Background: an optimization exercise with open tools, aiming at small area and a short achievable clock period. Do not read the settings as production practice.
Where RTL was checked, it was by simulation tests only, not by an equivalence proof against the original.
Only the layout flow was run in run 1; the RTL was not checked for function there.
Power is estimated from default activity; no workload was simulated.

## flow/flow/run.sh

```bash
#!/bin/bash
# Standard layout (standard.sh) with changes passed as ORFS make variables:
#  - abc maps with flow/map.abc (area-oriented) instead of ORFS's abc_area.script;
#  - port buffers are buf_2 cells;
#  - repair_timing aims at a tighter setup target (SETUP_SLACK_MARGIN);
#  - any further variables listed in flow/settings.sh (EXTRA).
# The make run's full output goes to flow_make.log in this folder.
set -uo pipefail
HERE=$(pwd)
export FLOW_ABC_SCRIPT=$HERE/flow/map.abc
EXTRA=()
source $HERE/flow/settings.sh
bash standard.sh SYNTH_SCRIPT=$HERE/flow/synth.tcl \
  "BUFFER_PORTS_ARGS=-buffer_cell sky130_fd_sc_hd__buf_2" \
  SETUP_SLACK_MARGIN=$MARGIN "${EXTRA[@]}" finish > $HERE/flow_make.log 2>&1
```

## flow/flow/abc_dont_use.txt

```
sky130_fd_sc_hd__nor4_1 sky130_fd_sc_hd__nor4_2 sky130_fd_sc_hd__nor4_4 sky130_fd_sc_hd__nor4b_1 sky130_fd_sc_hd__nor4b_2 sky130_fd_sc_hd__nor4b_4 sky130_fd_sc_hd__nor4bb_1 sky130_fd_sc_hd__nor4bb_2 sky130_fd_sc_hd__nor4bb_4 sky130_fd_sc_hd__a2111oi_0 sky130_fd_sc_hd__a2111oi_1 sky130_fd_sc_hd__a2111oi_2 sky130_fd_sc_hd__a2111oi_4 sky130_fd_sc_hd__o41ai_1 sky130_fd_sc_hd__o41ai_2 sky130_fd_sc_hd__o41ai_4 sky130_fd_sc_hd__a41oi_1 sky130_fd_sc_hd__a41oi_2 sky130_fd_sc_hd__a41oi_4
```

## flow/flow/map.abc

```
strash
balance
dch
map -a
topo
stime -c
```

## flow/flow/settings.sh

```bash
MARGIN=5.5
EXTRA=("CTS_ARGS=-sink_clustering_enable -repair_clock_nets -dont_use_dummy_load -buf_list sky130_fd_sc_hd__clkbuf_8 -root_buf sky130_fd_sc_hd__clkbuf_16 -sink_clustering_size 16 -sink_clustering_max_diameter 50")
```

## flow/flow/synth.tcl

```tcl
# Standard synthesis (synth_recipe.tcl) with one change: abc maps with flow/map.abc,
# leaving out any cells listed in flow/abc_dont_use.txt.
proc synth {args} { yosys synth -nofsm -noshare {*}$args }
proc abc {args} {
  set i [lsearch -exact $args -script]
  if { $i >= 0 } { set args [lreplace $args [expr {$i + 1}] [expr {$i + 1}] $::env(FLOW_ABC_SCRIPT)] }
  set f [file join [file dirname $::env(FLOW_ABC_SCRIPT)] abc_dont_use.txt]
  if { [file exists $f] } {
    set fh [open $f r]
    foreach c [split [string trim [read $fh]]] { if { $c ne "" } { lappend args -dont_use $c } }
    close $fh
  }
  yosys abc {*}$args
}
source $::env(SCRIPTS_DIR)/synth.tcl
# left out here: clear keep_hierarchy, flatten, clean up, hide names made inside functions, write 1_2_yosys.v
```

## flow/standard.sh

```bash
#!/bin/bash
# synth_recipe.tcl (not shown) runs the flow's synth.tcl, then flattens the netlist and writes it again
# the make line also repeats each setting of config.mk as NAME=value (left out here)
make -C /OpenROAD-flow-scripts/flow DESIGN_CONFIG=/design/flow/config.mk WORK_HOME=/design/flow/orfs CLKGATE_MAP_FILE= SYNTH_SCRIPT=/design/flow/synth_recipe.tcl "${@:-finish}"
```

## flow/config.mk

```make
export PLATFORM = sky130hd
export DESIGN_NAME = node_rf_top
export DESIGN_NICKNAME = node_rf_top
export VERILOG_FILES = /design/flow/design.v
export SDC_FILE = /design/flow/constraint.sdc
export NUM_CORES = 4
export LEC_CHECK = 0
export ABC_AREA = 1
export CAP_MARGIN = 20
export CELL_PAD_IN_SITES_DETAIL_PLACEMENT = 1
export CELL_PAD_IN_SITES_GLOBAL_PLACEMENT = 2
export CORE_MARGIN = 2
export CORE_UTILIZATION = 25
export GPL_ROUTABILITY_DRIVEN = 1
export PLACE_DENSITY = 0.35
export SLEW_MARGIN = 20
```

## flow/constraint.sdc

```tcl
create_clock -name core_clock -period 10.0 [get_ports {clk}]
set_input_delay 2.0000 -clock core_clock [delete_from_list [all_inputs] [get_ports {clk}]]
set_output_delay 2.0000 -clock core_clock [all_outputs]
set_load 0.01 [all_outputs]
```

## flow/design.v

```verilog
module node_rf_wr_arbiter #(
    parameter int NUM_WR = 4
) (
    input  logic [NUM_WR-1:0]         hit,     
    input  logic                      open,    
    input  logic [NUM_WR-1:0]         beat,    
    input  logic [NUM_WR*NUM_WR-1:0]  kill,    
    output logic [NUM_WR-1:0]         commit,
    output logic                      we       
);
    always_comb begin
        logic killed;
        we = 1'b0;
        for (int p = 0; p < NUM_WR; p++) begin
            killed = 1'b0;
            for (int q = 0; q < NUM_WR; q++)
                if (q != p) killed = killed | (hit[q] & kill[q*NUM_WR + p]);
            commit[p] = hit[p] & open & beat[p] & !killed;
            we = we | (hit[p] & beat[p]);
        end
        we = we & open;
    end
endmodule
module node_weight_rf #(
    parameter int NUM_NODES  = 16,
    parameter int ADDR_W     = 6,
    parameter int NUM_RD     = 4,
    parameter int NUM_WR     = 4,
    parameter int INIT_LANES = 4
) (
    input  logic                       clk,
    input  logic                       rst,
    input  logic                       init_start,
    input  logic [ADDR_W-1:0]          init_src,
    output logic                       init_busy,
    output logic                       init_done,
    input  logic [NUM_RD*ADDR_W-1:0]   rd_addr,
    output logic [NUM_RD*7-1:0]        rd_weight,
    output logic [NUM_RD*5-1:0]        rd_pred,
    input  logic [NUM_WR-1:0]          wr_en,
    input  logic [NUM_WR*ADDR_W-1:0]   wr_addr,
    input  logic [NUM_WR*12-1:0]       wr_data,
    input  logic                       wr_relax,
    input  logic                       mark_en,
    input  logic [ADDR_W-1:0]          mark_addr,
    output logic [NUM_RD-1:0]          rd_visited,
    output logic [NUM_WR-1:0]          wr_ack,
    output logic                       any_update
);
    localparam int WEIGHT_W = 7;
    localparam int PRED_W   = 5;
    localparam int MEM_W    = WEIGHT_W + PRED_W;
    localparam int IDX_W    = $clog2(NUM_NODES);
    localparam int SWEEP_CYCLES = NUM_NODES / INIT_LANES;
    localparam int CNT_W    = (SWEEP_CYCLES > 1) ? $clog2(SWEEP_CYCLES) : 1;
    localparam logic [CNT_W-1:0] LAST_CNT = CNT_W'(SWEEP_CYCLES - 1);
    localparam logic [WEIGHT_W-1:0] INF = {WEIGHT_W{1'b1}};
    function automatic logic lt_f(input logic [WEIGHT_W-1:0] a, input logic [WEIGHT_W-1:0] b);
        logic [WEIGHT_W-1:0] g, p;
        logic [WEIGHT_W-1:0] g1, p1;
        logic [WEIGHT_W-1:0] g2, p2;
        logic [WEIGHT_W-1:0] g3, p3;
        g = ~a & b;      
        p = ~a | b;      
        for (int i = 0; i < WEIGHT_W; i++) begin
            if (i >= 1) begin g1[i] = g[i] | (p[i] & g[i-1]); p1[i] = p[i] & p[i-1]; end
            else        begin g1[i] = g[i];                   p1[i] = p[i];          end
        end
        for (int i = 0; i < WEIGHT_W; i++) begin
            if (i >= 2) begin g2[i] = g1[i] | (p1[i] & g1[i-2]); p2[i] = p1[i] & p1[i-2]; end
            else        begin g2[i] = g1[i];                     p2[i] = p1[i];           end
        end
        for (int i = 0; i < WEIGHT_W; i++) begin
            if (i >= 4) begin g3[i] = g2[i] | (p2[i] & g2[i-4]); p3[i] = p2[i] & p2[i-4]; end
            else        begin g3[i] = g2[i];                     p3[i] = p2[i];           end
        end
        lt_f = g3[WEIGHT_W-1];
    endfunction
    logic                busy_q, done_q;
    logic [CNT_W-1:0]    cnt_q;
    logic [WEIGHT_W-1:0] w_q [NUM_NODES];
    logic [PRED_W-1:0]   p_q [NUM_NODES];
    logic [WEIGHT_W-1:0] wn_q [NUM_NODES];
    logic [PRED_W-1:0]   pn_q [NUM_NODES];
    always_comb begin
        for (int n = 0; n < NUM_NODES; n++) begin
            w_q[n] = ~wn_q[n];
            p_q[n] = ~pn_q[n];
        end
    end
    logic [NUM_NODES-1:0] vis_q;
    logic [NUM_NODES-1:0] rsel_q [NUM_RD];   
    logic [NUM_RD-1:0]   rinf_q;        
    logic [NUM_WR-1:0]   ack_q;
    logic                busy_d, done_d, sweep_last;
    logic [CNT_W-1:0]    cnt_d;
    logic [WEIGHT_W-1:0] w_d [NUM_NODES];
    logic [PRED_W-1:0]   p_d [NUM_NODES];
    logic [NUM_NODES-1:0] vis_d;
    assign sweep_last = busy_q && (cnt_q == LAST_CNT);
    always_comb begin
        busy_d = busy_q ? !sweep_last : init_start;
        done_d = sweep_last;
        cnt_d  = busy_q ? cnt_q + 1'b1 : '0;
    end
    logic [WEIGHT_W-1:0]       wr_w [NUM_WR];
    logic [NUM_WR*NUM_WR-1:0]  wr_kill;
    logic [3:0]                wr_lo [NUM_WR];    
    logic [3:0]                wr_hi [NUM_WR];    
    logic [NUM_WR-1:0]         wr_hit [NUM_NODES];
    logic [NUM_WR-1:0]         wr_beat [NUM_NODES];
    logic [NUM_WR-1:0]         wr_commit [NUM_NODES];
    logic [NUM_NODES-1:0]      wr_we;
    logic [NUM_WR-1:0]         ack_d;
    always_comb begin
        logic [ADDR_W-1:0] wa;
        for (int p = 0; p < NUM_WR; p++) begin
            wr_w[p] = wr_data[p*MEM_W + PRED_W +: WEIGHT_W];
            wa = wr_addr[p*ADDR_W +: ADDR_W];
            for (int k = 0; k < 4; k++) begin
                wr_lo[p][k] = wa[1:0] == 2'(k);
                wr_hi[p][k] = wr_en[p] && !busy_q && (wa[ADDR_W-1:IDX_W] == '0) && (wa[3:2] == 2'(k));
            end
        end
        wr_kill = '0;
        for (int p = 0; p < NUM_WR; p++)
            for (int q = 0; q < NUM_WR; q++)
                if (q < p)      wr_kill[q*NUM_WR + p] = !wr_relax || !lt_f(wr_w[p], wr_w[q]);
                else if (q > p) wr_kill[q*NUM_WR + p] = wr_relax && lt_f(wr_w[q], wr_w[p]);
        for (int n = 0; n < NUM_NODES; n++) begin
            for (int p = 0; p < NUM_WR; p++) begin
                wr_hit[n][p]  = wr_hi[p][n / 4] && wr_lo[p][n % 4];
                wr_beat[n][p] = !wr_relax || lt_f(wr_w[p], w_q[n]);
            end
        end
    end
    for (genvar n = 0; n < NUM_NODES; n++) begin : g_arb
        node_rf_wr_arbiter #(
            .NUM_WR (NUM_WR)
        ) u_arb (
            .hit    (wr_hit[n]),
            .open   (!(wr_relax && vis_q[n])),
            .beat   (wr_beat[n]),
            .kill   (wr_kill),
            .commit (wr_commit[n]),
            .we     (wr_we[n])
        );
    end
    always_comb begin
        ack_d = '0;
        for (int n = 0; n < NUM_NODES; n++) ack_d = ack_d | wr_commit[n];
    end
    always_comb begin
        logic              sw, src;
        logic [MEM_W-1:0]  wd;
        for (int n = 0; n < NUM_NODES; n++) begin
            wd  = '0;
            for (int p = 0; p < NUM_WR; p++)
                wd = wd | (wr_data[p*MEM_W +: MEM_W] & {MEM_W{wr_commit[n][p]}});
            sw  = busy_q && (cnt_q == CNT_W'(n / INIT_LANES));
            src = sweep_last && (init_src == ADDR_W'(n));
            if (src) begin
                w_d[n] = '0;
                p_d[n] = PRED_W'(n);
            end else if (sw) begin
                w_d[n] = INF;
                p_d[n] = PRED_W'(n);
            end else if (wr_we[n]) begin
                w_d[n] = wd[PRED_W +: WEIGHT_W];
                p_d[n] = wd[PRED_W-1:0];
            end else begin
                w_d[n] = w_q[n];
                p_d[n] = p_q[n];
            end
            vis_d[n] = (mark_en && mark_addr == ADDR_W'(n)) || (vis_q[n] && !sw);
        end
    end
    always_ff @(posedge clk) begin
        if (!rst) begin
            busy_q <= 1'b0;
            done_q <= 1'b0;
            cnt_q  <= '0;
            vis_q  <= '0;
            rinf_q <= '0;
            for (int r = 0; r < NUM_RD; r++) rsel_q[r] <= '0;
            ack_q  <= '0;
            for (int n = 0; n < NUM_NODES; n++) begin
                wn_q[n] <= ~INF;
                pn_q[n] <= '1;
            end
        end else begin
            busy_q <= busy_d;
            done_q <= done_d;
            cnt_q  <= cnt_d;
            vis_q  <= vis_d;
            ack_q  <= ack_d;
            for (int r = 0; r < NUM_RD; r++) begin
                rinf_q[r] <= rd_addr[r*ADDR_W + IDX_W +: ADDR_W - IDX_W] != '0;
                for (int n = 0; n < NUM_NODES; n++)
                    rsel_q[r][n] <= rd_addr[r*ADDR_W +: ADDR_W] == ADDR_W'(n);
            end
            for (int n = 0; n < NUM_NODES; n++) begin
                wn_q[n] <= ~w_d[n];
                pn_q[n] <= ~p_d[n];
            end
        end
    end
    always_comb begin
        logic [NUM_NODES-1:0] dec;
        logic [WEIGHT_W-1:0]  w;
        logic [PRED_W-1:0]    pr;
        for (int r = 0; r < NUM_RD; r++) begin
            dec = rsel_q[r];
            w  = {WEIGHT_W{rinf_q[r]}};
            pr = '0;
            for (int n = 0; n < NUM_NODES; n++) begin
                w  = w  | (w_q[n] & {WEIGHT_W{dec[n]}});
                pr = pr | (p_q[n] & {PRED_W{dec[n]}});
            end
            rd_weight[r*WEIGHT_W +: WEIGHT_W] = w;
            rd_pred[r*PRED_W +: PRED_W]       = pr;
            rd_visited[r]                     = |(vis_q & dec);
        end
    end
    assign init_busy  = busy_q;
    assign init_done  = done_q;
    assign wr_ack     = ack_q;
    assign any_update = |ack_q;
endmodule
module node_rf_top (
    input  logic        clk,
    input  logic        rst,
    input  logic        init_start,
    input  logic [5:0]  init_src,
    output logic        init_busy,
    output logic        init_done,
    input  logic [23:0] rd_addr,
    output logic [27:0] rd_weight,
    output logic [19:0] rd_pred,
    input  logic [3:0]  wr_en,
    input  logic [23:0] wr_addr,
    input  logic [47:0] wr_data,
    input  logic        wr_relax,
    input  logic        mark_en,
    input  logic [5:0]  mark_addr,
    output logic [3:0]  rd_visited,
    output logic [3:0]  wr_ack,
    output logic        any_update
);
    node_weight_rf #(
        .NUM_NODES  (16),
        .ADDR_W     (6),
        .NUM_RD     (4),
        .NUM_WR     (4),
        .INIT_LANES (4)
    ) u_rf (
        .clk        (clk),
        .rst        (rst),
        .init_start (init_start),
        .init_src   (init_src),
        .init_busy  (init_busy),
        .init_done  (init_done),
        .rd_addr    (rd_addr),
        .rd_weight  (rd_weight),
        .rd_pred    (rd_pred),
        .wr_en      (wr_en),
        .wr_addr    (wr_addr),
        .wr_data    (wr_data),
        .wr_relax   (wr_relax),
        .mark_en    (mark_en),
        .mark_addr  (mark_addr),
        .rd_visited (rd_visited),
        .wr_ack     (wr_ack),
        .any_update (any_update)
    );
endmodule
```

==> reports/results.ini, run 1 <==
[logic_synthesis]
avgSynthCellArea_um2 = 6.50
synth_edf_count = 0
ys_async_sr_fraction_pct = 0
seq_area_frac_synth_pct = 22.9
yosysWarnings = 27
syn_nets = 3946
yosysTopAreaCellShare_pct = 22.9
ys.flop_type = dfxtp_1
synthCells = 3825
synth_area_leaders = dfxtp_1 (23%), o22ai_1 (12%), clkinv_1 (7.2%)
syn_area_mm2 = 0.0249
yosysUniqueCellTypes = 37
ys_seq_elements = 284
yosysTopAreaCell = dfxtp_1

[grt]
grt_pass1_vias = 38100
grt_max_degree = 46
antenna_found_initial = 15
grt_first_pass_wirelength_um = 349000
overflow = 0
grtUsageTotal_pct = 50.0

[routing]
antenna_left = 0
via_per_inst = 7.39
drt-total-wl_um = 268000
via_count = 41000
drcViolationCount = 0
wire_per_inst_um = 48.3
drt_pre_antenna_iters = 6
drt_iter0_drc = 6175

[sta]
fmax_mhz = 215
fin_crit_ns = 4.65
tightest_slew_ns = 1.31
relSlewSlack_pct = 11.7
fin_worst_skew_ns = 0.0848
slew_viol_final = 0
setup_tns_ns = 0
post-route-period-util_pct = 46.5
grt_setup_unrepaired = yes
final.setup.worst_slack_ns = 5.35
setup_violations = 0
hold_violations = 0

[floorplanning]
core_area_mm2 = 0.0984
die_h_um = 319
die_w_um = 319
rows = 115
pin_count = 176
dieArea_mm2 = 0.102
initial_utilization_pct = 25.3

[run_status]
status = complete, no violations

[setup_path]
max_stage_delay_ns = 0.60
crit_fanout = 9
cp_data_arrival_time_ns = 2.65
cp.required_ns = 8.00
path_cells = clkinv_2, a221oi_2, nand4_1, buf_2
reg2reg_depth = 8
end_kind = primary output
reg2reg_from = u_rf.cnt_q[1]$_SDFF_PN0_
cp_slowest_cell = a221oi_2
rr_endpoint = u_rf.pn_q[3][1]$_SDFF_PN1_
ff2ff_setup_slack_ns = 6.18
crit_type = flop to primary output
cp-start-kind = flop

[placement]
gp_congestion = 1.06
hpwlAfterDp_um = 197000
post-place-ws_ns = 3.15
port_buffers = 175

[layout]
fill_cells = 12300
drive_gt1_share_pct = 21.0
areaGrowthSynthToFinish_pct = 32.1
final_nets = 4379
final_common_cell = o22ai_1
ff_latch_area_mm2 = 0.00579
multi_input_area_mm2 = 0.0193
layout_common_cells = o22ai_1 (490), nor2_1 (407), nand2_1 (328), clkinv_1 (326), a21oi_1 (324)

[clock_network]
clock_latency_ns = 0.65
cts-root-buf = clkbuf_16
cts_hold_buf = 0
numCtsBuffers = 57
cts_sinks = 284
tritoncts = yes
clkTransAtPathRegs_ns = 0.06
htreeDepth = 2
clockBufferDepth = 3

[min_path]
hold_start = u_rf.cnt_q[0]$_SDFF_PN0_
holdPathEnd = u_rf.cnt_q[0]$_SDFF_PN0_
hold_path.class = flop to flop
min_path_cells = 1

[power]
p_leak_nw = 10.3
ir_drop_mv = 0.113
total_power_mw = 3.26
power_density_mw_per_mm2 = 99.3

[flow_run]
maxCapViolations = 0

## area by class of cell
class | count | area share (%)
Timing Repair Buffer | 364 | 8.53
Antenna cell | 9 | 0.0686
Multi-Input combinational cell | 3069 | 58.7
Sequential cell | 284 | 17.6
Inverter | 476 | 7.41
Clock buffer | 57 | 2.56
Tap cell | 1287 | 4.90
Timing Repair inverter | 6 | 0.168
## worst max path at each step
| stage | from | to | slack, ns | depth (start not counted) |
|---|---|---|---|---|
| 2_1_floorplan | wr_data[32] | flop | 5.51 | 13 |
| 3_3_place_gp | wr_data[45] | u_rf.ack_q[1]$_SDFF_PN0_ | 3.25 | 18 |
| 3_5_place_dp | wr_data[45] | u_rf.wn_q[5][4]$_SDFF_PN0_ | 3.15 | 15 |
| 4_1_cts | u_rf.wn_q[6][0]$_SDFF_PN0_ | rd_weight[21] | 5.36 | 4 |
| 5_1_grt | wr_data[17] | u_rf.pn_q[8][3]$_SDFF_PN1_ | 5.42 | 16 |
| 6_report | u_rf.wn_q[4][3]$_SDFF_PN0_ | rd_weight[24] | 5.35 | 4 |
## cell usage after synthesis (all sizes together) (114+ instances only)
cell type    n
nor2       442
o21ai      327
a221oi     146
o221ai     114
o211ai     121
dfxtp      284
o22ai      494
nand2      343
a21oi      325
a22oi      146
nor3       163
clkinv     476
## metrics by stage
stage / hold WS, ns / area, um^2 / util, % / std cells
2_1_floorplan: 0.466 / 25000 / - / 3825
3_3_place_gp: 0.503 / 28000 / 28.5 / 5361
3_5_place_dp: 0.503 / 28000 / 28.5 / 5361
4_1_cts: 0.516 / 31400 / 31.9 / 5482
5_1_grt: 0.536 / 32800 / 33.3 / 5543
6_report: 0.508 / 32800 / 33.4 / 5552
## worst max-delay path: cells and delay by family, from the launching register on
| kind | cells | cell delay [ns] |
|---|---|---|
| compound gates | 1 | 0.60 |
| buf+inv | 2 | 0.57 |
| flops | 1 | 0.57 |
| simple gates | 1 | 0.27 |
## timing repair
action / 4_1_cts / 5_1_grt
buffers inserted: 58 / 54
gates resized for setup: 486 / 226
cloned: 6 / 7
setup endpoints to repair: 247 / 221
pin swaps: 35 / 40
## report_power, final
| part | total (mW) | internal, mW | leakage (nW) | switching [mW] |
|---|---|---|---|---|
| logic | 0.912 | 0.214 | 7.50 | 0.698 |
| registers | 1.22 | 1.16 | 2.34 | 0.0693 |
| clock network | 1.12 | 0.543 | 0.436 | 0.580 |
| total | 3.26 | 1.91 | 10.3 | 1.35 |
## flip-flops by register name, summed over array words and instances, names as in the netlist, named ones only
register     flops
u_rf.cnt_q       2
u_rf.rsel_q     64
u_rf.ack_q       4
u_rf.vis_q      16
u_rf.wn_q       84
u_rf.busy_q      1
u_rf.rinf_q      4
u_rf.pn_q       80
u_rf.done_q      1
## metal layers
metal / routed length, um / vias to the layer above / track usage, %
met1: 102000 / 20400 / 62.3
met2: 102000 / 3576 / 67.1
met3: 36800 / 972 / 19.2
li1: - / 16000 / -
met5: 65 / - / 0
met4: 28100 / 4 / 41.5
## logic make-up (layout without fill, tap and decap cells)
kind of cell             Yosys count  after routing  synth area share, %
buffers and inverters            476            903                 7.19
adder cells (fa/ha/maj)            4              4                0.201
AND/OR/NAND/NOR                 1157           1161                 19.9
flip-flops                       284            284                 22.9
AO/OA/AOI/OAI                   1904           1904                 49.8
other                              0              9                    0
==> inputs of run 2 (changes only) <==
--- a/flow/design.v
+++ b/flow/design.v
@@ -80,14 +80,6 @@
     logic [CNT_W-1:0]    cnt_q;
     logic [WEIGHT_W-1:0] w_q [NUM_NODES];
     logic [PRED_W-1:0]   p_q [NUM_NODES];
-    logic [WEIGHT_W-1:0] wn_q [NUM_NODES];
-    logic [PRED_W-1:0]   pn_q [NUM_NODES];
-    always_comb begin
-        for (int n = 0; n < NUM_NODES; n++) begin
-            w_q[n] = ~wn_q[n];
-            p_q[n] = ~pn_q[n];
-        end
-    end
     logic [NUM_NODES-1:0] vis_q;
     logic [NUM_NODES-1:0] rsel_q [NUM_RD];   
     logic [NUM_RD-1:0]   rinf_q;        
@@ -185,8 +177,8 @@
             for (int r = 0; r < NUM_RD; r++) rsel_q[r] <= '0;
             ack_q  <= '0;
             for (int n = 0; n < NUM_NODES; n++) begin
-                wn_q[n] <= ~INF;
-                pn_q[n] <= '1;
+                w_q[n] <= INF;
+                p_q[n] <= '0;
             end
         end else begin
             busy_q <= busy_d;
@@ -200,8 +192,8 @@
                     rsel_q[r][n] <= rd_addr[r*ADDR_W +: ADDR_W] == ADDR_W'(n);
             end
             for (int n = 0; n < NUM_NODES; n++) begin
-                wn_q[n] <= ~w_d[n];
-                pn_q[n] <= ~p_d[n];
+                w_q[n] <= w_d[n];
+                p_q[n] <= p_d[n];
             end
         end
     end
==> flow/flow/abc_dont_use.txt (replaced) <==
sky130_fd_sc_hd__nor4_1 sky130_fd_sc_hd__nor4_2 sky130_fd_sc_hd__nor4_4 sky130_fd_sc_hd__nor4b_1 sky130_fd_sc_hd__nor4b_2 sky130_fd_sc_hd__nor4b_4 sky130_fd_sc_hd__nor4bb_1 sky130_fd_sc_hd__nor4bb_2 sky130_fd_sc_hd__nor4bb_4 sky130_fd_sc_hd__a2111oi_0 sky130_fd_sc_hd__a2111oi_1 sky130_fd_sc_hd__a2111oi_2 sky130_fd_sc_hd__a2111oi_4 sky130_fd_sc_hd__o41ai_1 sky130_fd_sc_hd__o41ai_2 sky130_fd_sc_hd__o41ai_4 sky130_fd_sc_hd__a41oi_1 sky130_fd_sc_hd__a41oi_2 sky130_fd_sc_hd__a41oi_4  sky130_fd_sc_hd__nor3_1 sky130_fd_sc_hd__nor3_2 sky130_fd_sc_hd__nor3_4 sky130_fd_sc_hd__nor3b_1 sky130_fd_sc_hd__nor3b_2 sky130_fd_sc_hd__nor3b_4 sky130_fd_sc_hd__a311oi_1 sky130_fd_sc_hd__a311oi_2 sky130_fd_sc_hd__a311oi_4 sky130_fd_sc_hd__a2111o_1 sky130_fd_sc_hd__a2111o_2 sky130_fd_sc_hd__a2111o_4 sky130_fd_sc_hd__o311ai_0 sky130_fd_sc_hd__o311ai_1 sky130_fd_sc_hd__o311ai_2 sky130_fd_sc_hd__o311ai_4 sky130_fd_sc_hd__a221oi_1 sky130_fd_sc_hd__a221oi_2 sky130_fd_sc_hd__a221oi_4 sky130_fd_sc_hd__a222oi_1 sky130_fd_sc_hd__o2111ai_1 sky130_fd_sc_hd__o2111ai_2 sky130_fd_sc_hd__o2111ai_4
==> run 2 against run 1 <==
First-iteration DRC count rose by 5.5%. Synthesized cell count rose by 4.0%. Largest cell class unchanged. Count of clock-buffer cells in the layout up 11. Sequential share of layout area shrank 0.80 points. Cell count grew 7.5%.
==> reports/results.ini, run 2 <==
[run_status]
status = complete, no violations

[floorplanning]
rows = 117
initial_utilization_pct = 25.1
dieArea_mm2 = 0.105
pin_count = 176
die_h_um = 323
core_area_mm2 = 0.101
die_w_um = 323

[setup_path]
crit_fanout = 6
crit_buf_inv = 2
cp-start-kind = flop
cp_slowest_cell = or4_4
cp_data_arrival_time_ns = 2.72
path_cells = clkinv_8, o22ai_2, or4_4, a211oi_4, nand4_1, buf_4
cp.required_ns = 8.00
end_kind = primary output
cp_top_family = simple AND/OR/NAND/NOR gates
crit_type = flop to primary output
max_stage_delay_ns = 0.57

[clock_network]
cts-root-buf = clkbuf_16
clkTransAtPathRegs_ns = 0.10
cts_sinks = 284
numCtsBuffers = 68
clock_latency_ns = 0.66
clockBufferDepth = 3
htreeDepth = 3
cts_hold_buf = 0
tritoncts = yes

[sta]
grt_setup_unrepaired = yes
fmax_mhz = 212
post-route-period-util_pct = 47.2
fin_worst_skew_ns = 0.0743
fin_crit_ns = 4.72
tightest_slew_ns = 1.20
setup_violations = 0
final.setup.worst_slack_ns = 5.28
setup_tns_ns = 0
relSlewSlack_pct = 19.6
hold_violations = 0
slew_viol_final = 0

[logic_synthesis]
seq_area_frac_synth_pct = 22.3
ys_async_sr_fraction_pct = 0
yosysWarnings = 23
syn_nets = 4098
synthMostInstantiatedCell = nand2_1
yosysTopAreaCell = dfxtp_1
yosysUniqueCellTypes = 36
ys.flop_type = dfxtp_1
synthTopCellsByCount = nand2_1 (515), clkinv_1 (505), o22ai_1 (460)
avgSynthCellArea_um2 = 6.41
synth_area_leaders = dfxtp_1 (22%), o22ai_1 (11%), nand2_1 (7.6%)
synthCells = 3977
yosysTopAreaCellShare_pct = 22.3
synth_edf_count = 0
syn_area_mm2 = 0.0255
ys_seq_elements = 284

[grt]
grt_first_pass_wirelength_um = 363000
grt_pass1_vias = 39900
grt_max_degree = 99
antenna_found_initial = 26
overflow = 0
grtUsageTotal_pct = 51.5

[min_path]
hold_path.class = flop to flop

[routing]
drcViolationCount = 0
drt_iter0_drc = 6515
antenna_left = 0
drt_pre_antenna_iters = 8
drt-total-wl_um = 280000
wire_per_inst_um = 46.9
via_count = 42600
via_per_inst = 7.14

[placement]
gp_congestion = 1.10
post-place-ws_ns = 3.09
hpwlAfterDp_um = 199000
placed_cells = 5643
port_buffers = 175

[flow_run]
maxCapViolations = 0

[layout]
largest_reg_flops = 112
layout_common_cells = nand2_1 (502), o22ai_1 (445), nor2_1 (426), clkinv_1 (358), a21oi_1 (345)
largest-register = u_rf.w_q
final_cells = 5966
drive_gt1_share_pct = 23.7
top_regs = u_rf.w_q x112, u_rf.p_q x80, u_rf.rsel_q x64
final_nets = 4708
final_common_cell = nand2_1
areaGrowthSynthToFinish_pct = 37.5

[power]
power_density_mw_per_mm2 = 106
p_leak_nw = 11.9
ir_drop_mv = 0.108

-- run 2: cell count changes after synthesis, moves of 29 or more --
| cell | delta |
|---|---|
| o31ai_1 | -29 |
| nor3_1 | -163 |
| or4_2 | +31 |
| a221oi_1 | -146 |
| nand4_1 | +31 |
| nand3_1 | +41 |
| a22oi_1 | +80 |
| clkinv_1 | +29 |
| o221ai_1 | +53 |
| a211oi_1 | +74 |
| o21ai_0 | -45 |
| nand2_1 | +172 |
| o22ai_1 | -34 |
-- run 2: cells by family (layout without fill, tap and decap cells) --
family,after synthesis,in the layout,share of synthesized area [%]
buffers and inverters,505,1108,7.43
AO/OA/AOI/OAI,1885,1885,48.0
adder cells (fa/ha/maj),4,4,0.196
other,0,13,0
AND/OR/NAND/NOR,1299,1304,22.1
flip-flops,284,284,22.3
-- run 2: cell type report --
| class | instances | area (um^2) |
|---|---|---|
| Fill cell | 12700 | 66400 |
| Multi-Input combinational cell | 3193 | 19300 |
| Sequential cell | 284 | 5900 |
| Timing Repair Buffer | 535 | 4310 |
| Inverter | 505 | 2800 |
| Tap cell | 1368 | 1710 |
| Clock buffer | 68 | 1040 |
| Antenna cell | 13 | 32.5 |
-- run 2: worst paths after layout --
kind / start / end / slack [ns] / cells past startpoint
worst min-delay path: u_rf.vis_q[7]$_SDFF_PN0_ / u_rf.vis_q[7]$_SDFF_PN0_ / 0.48 / 2
worst max-delay path: u_rf.w_q[6][6]$_SDFFE_PN1P_ / rd_weight[6] / 5.28 / 6
worst max register to register: u_rf.busy_q$_SDFF_PN0_ / u_rf.w_q[3][2]$_SDFFE_PN1P_ / 6.23 / 13
worst min register to register: u_rf.vis_q[7]$_SDFF_PN0_ / u_rf.vis_q[7]$_SDFF_PN0_ / 0.48 / 2
-- run 2: tightest hold or removal path: cells and delay by family, from the launching register on --
kind            cells  cell delay [ns]
flops               1             0.32
simple gates        1             0.06
compound gates      1             0.05
-- run 2: through the flow --
stage | area (um^2) | hold WS [ns] | total power [mW] | util, %
finish | 35100 | 0.476 | 3.73 | 34.6
global route | 35000 | 0.501 | 3.73 | 34.5
CTS | 33600 | 0.481 | 3.58 | 33.1
detailed placement | 29100 | 0.466 | 2.19 | 28.7
global placement | 29100 | 0.462 | 2.20 | 28.7
floorplan | 25600 | 0.437 | 1.60 | -
-- run 2: power by group --
part / switching (mW) / internal, mW
sequential: 0.105 / 1.16
clock: 0.636 / 0.674
combinational: 0.856 / 0.299
-- run 2: timing repair --
item	4_1_cts	5_1_grt
pin swaps	50	60
endpoints found under the setup margin	239	198
gates resized for setup	659	200
buffers inserted	161	73
cloned	6	2
-- run 2: layer usage --
metal  global-route usage [%]  routed length [um]  up-vias
li1                         -                   -    16700
met1                     60.7              103000    21000
met2                     71.0              109000     3775
met3                     22.3               38900     1159
met4                     44.4               29200       20
met5                        0                 143        -

static timing again, ports no longer ideal:
The results above use ideal ports. As a check the final layouts listed here were re-extracted and re-timed, cells and wires unchanged.
Step 1 sets driving cells, clkbuf_16 on the clock port and buf_2 on the other inputs (assumed; they add their load-dependent delay and slew).
Step 2, shift: input delay + t, output delay - t, t = (earliest + latest rising clock arrival at the registers) / 2. This alone moves slack from input paths to output paths.
a / b / c = no drivers / after step 1 / after step 2; a / b = the first two.
run	t, ns	setup slack, ns	worst slew at a driven data input, ns
run 1	0.693	5.355 / 5.274 / 4.782	0.05
run 2	0.702	5.277 / 5.190 / 4.652	0.11
After both steps every run listed still meets setup and hold. For run 2, which loses most, drivers alone change the setup slack by -0.087 ns; drivers and shift together by -0.625 ns.
